Context: an optimization exercise on an open-source flow, tuned for small area. The choices shown serve that exercise and are no tape-out recipe. RTL that was checked went through simulation tests only; none was proved equivalent to the original. The clock port is modelled as an ideal driver, which makes a skipped or thinned clock tree look cheaper than it is; a real chip needs a root buffer or a tree. Power figures rest on the tool's default switching activity, not on a simulated workload.

== run E ==
==> module boardRenderer, before the edit <==
module boardRenderer #(
    parameter int PixelCredits = 4
) (
    input  logic                                 clock,
    input  logic                                 reset,
    input  logic [boardPkg::PosWidth-1:0]        redX,
    input  logic [boardPkg::PosWidth-1:0]        redY,
    input  logic [boardPkg::PosWidth-1:0]        blueX,
    input  logic [boardPkg::PosWidth-1:0]        blueY,
    input  logic                                 pixelCredit,
    output logic                                 pixelValid,
    output logic [boardPkg::PixelWidth-1:0]      pixelX,
    output logic [boardPkg::PixelWidth-1:0]      pixelY,
    output logic [boardPkg::ColourWidth-1:0]     pixelColour,
    output logic                                 endOfFrame
);
    localparam logic [2:0] OwedNone = 3'b000;
    localparam logic [2:0] OwedFull = 3'b101;
    logic hold;
    logic [2:0] owed;
    logic [3:0] boxColumn;
    logic [3:0] boxRow;
    logic [3:0] innerColumn;
    logic [3:0] innerRow;
    logic [3:0] rX, rY, bX, bY;
    logic emit;
    logic lastColumn;
    logic lastRow;
    logic redHere;
    logic blueHere;
    assign emit = !hold && (owed != OwedFull);
    assign lastColumn = innerColumn[3] && innerColumn[0];
    assign lastRow = innerRow[3] && innerRow[0];
    always_ff @(posedge clock) begin
        if (reset) begin
            hold <= 1'b1;
        end else begin
            hold <= endOfFrame;
        end
    end
    function automatic logic [2:0] owedNext(input logic [2:0] now, input logic up, input logic down);
        owedNext = now;
        case (now)
            3'b000: if (up) owedNext = 3'b001;
            3'b001: if (up) owedNext = 3'b011; else if (down) owedNext = 3'b000;
            3'b011: if (up) owedNext = 3'b111; else if (down) owedNext = 3'b001;
            3'b111: if (up) owedNext = 3'b101; else if (down) owedNext = 3'b011;
            3'b101: if (down) owedNext = 3'b111;
            default: owedNext = OwedNone;
        endcase
    endfunction
    always_ff @(posedge clock) begin
        if (reset) begin
            owed <= OwedNone;
        end else begin
            owed <= owedNext(owed, emit && !pixelCredit, pixelCredit && !emit);
        end
    end
    function automatic logic [3:0] stepTen(input logic [3:0] v);
        stepTen[0] = !v[0];
        stepTen[1] = v[1] ^ (v[0] && !v[3]);
        stepTen[2] = v[2] ^ (v[0] && v[1]);
        stepTen[3] = (v[3] && !v[0]) || (v[0] && v[1] && v[2]);
    endfunction
    always_ff @(posedge clock) begin
        if (reset) begin
            innerColumn <= '0;
            innerRow <= '0;
            boxColumn <= '0;
            boxRow <= '0;
        end else if (emit) begin
            innerColumn <= stepTen(innerColumn);
            if (lastColumn) begin
                innerRow <= stepTen(innerRow);
                if (lastRow) begin
                    boxColumn <= boxColumn + 1'b1;
                    if (&boxColumn) begin
                        boxRow <= boxRow + 1'b1;
                    end
                end
            end
        end
    end
    always_ff @(posedge clock) begin
        if (hold) begin
            rX <= redX;
            rY <= redY;
            bX <= blueX;
            bY <= blueY;
        end
    end
    function automatic logic [8:0] pixelCoord(input logic [3:0] box, input logic [3:0] inner);
        logic t0, t1, t2, t3, t4;
        logic c1, c2, c3, d3, d4, d5;
        t0 = box[0] ^ inner[1];
        c1 = box[0] & inner[1];
        t1 = box[1] ^ inner[2] ^ c1;
        c2 = (box[1] & inner[2]) | (c1 & (box[1] | inner[2]));
        t2 = box[2] ^ (inner[3] | c2);
        c3 = box[2] & (inner[3] | c2);
        t3 = box[3] ^ c3;
        t4 = box[3] & c3;
        d3 = t2 & box[0];
        d4 = (t3 & box[1]) | (d3 & (t3 | box[1]));
        d5 = (t4 & box[2]) | (d4 & (t4 | box[2]));
        pixelCoord = {1'b0, box[3] & d5, box[3] ^ d5, t4 ^ box[2] ^ d4, t3 ^ box[1] ^ d3,
                      t2 ^ box[0], t1, t0, inner[0]};
    endfunction
    assign redHere = (boxColumn == rX) && (boxRow == rY);
    assign blueHere = (boxColumn == bX) && (boxRow == bY);
    assign pixelValid = emit;
    assign pixelX = pixelCoord(boxColumn, innerColumn);
    assign pixelY = pixelCoord(boxRow, innerRow);
    assign pixelColour = {redHere && !blueHere, 1'b0, blueHere && !redHere};
    assign endOfFrame = emit && lastColumn && lastRow && (&boxColumn) && (&boxRow);
endmodule
Settings: LEC_CHECK=0, CAP_MARGIN=20, CORE_MARGIN=2, CORE_UTILIZATION=40, GPL_TIMING_DRIVEN=0, SLEW_MARGIN=20; clock period 5.0 ns.
standard.sh (not shown) runs the stock make flow with config.mk's settings and CLKGATE_MAP_FILE= SYNTH_SCRIPT=/design/flow/synth_recipe.tcl, a recipe that flattens the netlist after the stock synthesis.
==> flow/flow/run.sh <==
#!/bin/bash
set -euo pipefail
W=$PWD
RES=$W/orfs/results/$FLOW_PLATFORM/boardRenderer/base
YOSYS=$(command -v yosys || true)
[[ -n "$YOSYS" ]] || YOSYS=$FLOW_HOME/../tools/install/yosys/bin/yosys
FLOW_CLOCK=clock
KNOBS=('BUFFER_PORTS_ARGS=-buffer_cell sky130_fd_sc_hd__buf_1' 'SKIP_REPAIR_TIE_FANOUT=1')
CLKBUF=sky130_fd_sc_hd__clkbuf_8
CLKGROUPS=2
SYNTHS=("" "ADDER_MAP_FILE= ABC_AREA=1" "ADDER_MAP_FILE=")
SCRIPTS=(remap_a remap_b remap_c remap_d remap_e)

flops() { grep -oE '^\s*sky130_fd_sc_hd__(s?e?df|dl)\S*\s+\S+' "$1" | sed 's/^ *//' | sort; }

mkdir -p $W/cand
# standard synthesis last, so orfs/ holds its state
SYNTH_IDS=()
for ((i = ${#SYNTHS[@]} - 1; i >= 0; i--)); do
  rm -rf $W/orfs
  # shellcheck disable=SC2086
  bash standard.sh ${SYNTHS[$i]} synth > $W/synth_$i.log 2>&1 || { echo "synthesis $i failed"; continue; }
  cp $RES/1_2_yosys.v $W/cand/synth_$i.v
  SYNTH_IDS+=($i)
done
flops $W/cand/synth_0.v > $W/cand/flops_standard.txt

# yosys's generic synthesis, its registers renamed as the standard synthesis names them
if IN=$FLOW_DESIGN OUT=$W/cand/generic.v TOP=$FLOW_TOP $YOSYS -c $W/flow/generic_synth.tcl \
    > $W/synth_generic.log 2>&1 &&
  python3 $W/flow/rename_flops.py $W/cand/synth_0.v $W/cand/generic.v $W/cand/synth_g.v \
    > $W/rename_flops.log 2>&1; then
  SYNTH_IDS+=(g)
else
  echo "generic synthesis dropped"
fi

pids=()
for i in "${SYNTH_IDS[@]}"; do
  if ! flops $W/cand/synth_$i.v | cmp -s - $W/cand/flops_standard.txt; then
    echo "synthesis $i changes the registers; dropped"
    continue
  fi
  for s in "${SCRIPTS[@]}"; do
    ( IN=$W/cand/synth_$i.v OUT=$W/cand/remap_${i}_$s.v SCRIPT=$W/flow/$s.abc \
        timeout 600 $YOSYS -c $W/flow/remap.tcl > $W/remap_${i}_$s.log 2>&1 || true ) &
    pids+=($!)
    if (( ${#pids[@]} >= ${NUM_CORES:-4} )); then wait "${pids[0]}" || true; pids=("${pids[@]:1}"); fi
  done
done
wait || true

best=$W/cand/synth_0.v
best_area=
for log in $W/remap_*.log; do
  v=$W/cand/$(basename $log .log).v
  [[ -s $v ]] || continue
  flops $v | cmp -s - $W/cand/flops_standard.txt || { echo "$v changes the registers; dropped"; continue; }
  a=$(grep "Chip area for module" $log | tail -1 | awk '{print $NF}')
  [[ -n "$a" ]] || continue
  echo "candidate $(basename $v): $a"
  if [[ -z "$best_area" ]] || awk -v a=$a -v b=$best_area 'BEGIN { exit !(a < b) }'; then
    best=$v
    best_area=$a
  fi
done
echo "chosen: $best ($best_area)"
cp $best $RES/1_2_yosys.v
rm -f $RES/1_synth.odb $RES/1_synth.sdc

bash standard.sh "${KNOBS[@]}" place > $W/place.log 2>&1
bash standard.sh "${KNOBS[@]}" run RUN_SCRIPT=$W/flow/cts_one.tcl RUN_LOG_NAME_STEM=4_1_cts \
  ONE_CLOCK_BUFFER=$CLKBUF CLOCK_GROUPS=$CLKGROUPS CLOCK_PORT_NAME=$FLOW_CLOCK > $W/cts.log 2>&1
bash standard.sh "${KNOBS[@]}" finish > $W/layout.log 2>&1
Other scripts of this flow, unchanged in this note and not shown: flow/flow/cts_one.tcl, flow/flow/generic_synth.tcl, flow/flow/remap.tcl, flow/flow/remap_a.abc, flow/flow/remap_b.abc, flow/flow/remap_c.abc, flow/flow/remap_d.abc, flow/flow/remap_e.abc, flow/flow/rename_flops.py
> inputs changed (run E -> run A)
--- a/flow/design.v
+++ b/flow/design.v
@@ -78,12 +78,6 @@
             owed <= owedNext(owed, emit && !pixelCredit, pixelCredit && !emit);
         end
     end
-    function automatic logic [3:0] stepTen(input logic [3:0] v);
-        stepTen[0] = !v[0];
-        stepTen[1] = v[1] ^ (v[0] && !v[3]);
-        stepTen[2] = v[2] ^ (v[0] && v[1]);
-        stepTen[3] = (v[3] && !v[0]) || (v[0] && v[1] && v[2]);
-    endfunction
     always_ff @(posedge clock) begin
         if (reset) begin
             innerColumn <= '0;
@@ -91,15 +85,19 @@
             boxColumn <= '0;
             boxRow <= '0;
         end else if (emit) begin
-            innerColumn <= stepTen(innerColumn);
             if (lastColumn) begin
-                innerRow <= stepTen(innerRow);
+                innerColumn <= '0;
                 if (lastRow) begin
+                    innerRow <= '0;
                     boxColumn <= boxColumn + 1'b1;
                     if (&boxColumn) begin
                         boxRow <= boxRow + 1'b1;
                     end
+                end else begin
+                    innerRow <= innerRow + 1'b1;
                 end
+            end else begin
+                innerColumn <= innerColumn + 1'b1;
             end
         end
     end
[summary]
Detailed route, run A vs run E: via total lower for run A
The clock transition at the register clock pins on the worst setup and hold paths after CTS on run E is in line with that on run A.
Per the comparison of run A with run E, total power higher, end-of-flow core utilization went up, pin slew with the least headroom to its limit has decreased, cell-internal power ~0 delta, achievable frequency lost 5.3%.
Cmp run A and run E / time the worst path needs with I/O delays and setup / lower: run E
Function not checked in run A: the RTL went through the layout flow alone. No run of this note takes its clock network from TritonCTS; it comes from the design's own scripts or RTL.

[afterwards: timing with drivers on the ports]
The results above use ideal ports. As a check the final layouts listed here were re-extracted and re-timed, cells and wires unchanged.
Step 1, drivers: a clkbuf_16 drives clock and a buf_2 each remaining input, both assumed.
Step 2 times the ports against the registers' clock, not the clock port: input delays grow and output delays shrink by t, the midpoint of the rising clock arrivals with the driver on.
Three values: no drivers, after step 1, after step 2; two values: the first two.
run | shift t [ns] | slack for setup (ns) | latest minus earliest clock arrival (ns)
run E | 0.193 | 0.818 / 0.783 / 0.976 | 0.005 / 0.005
run A | 0.195 | 0.582 / 0.549 / 0.743 | 0.015 / 0.015
After both steps every run listed still meets setup and hold.
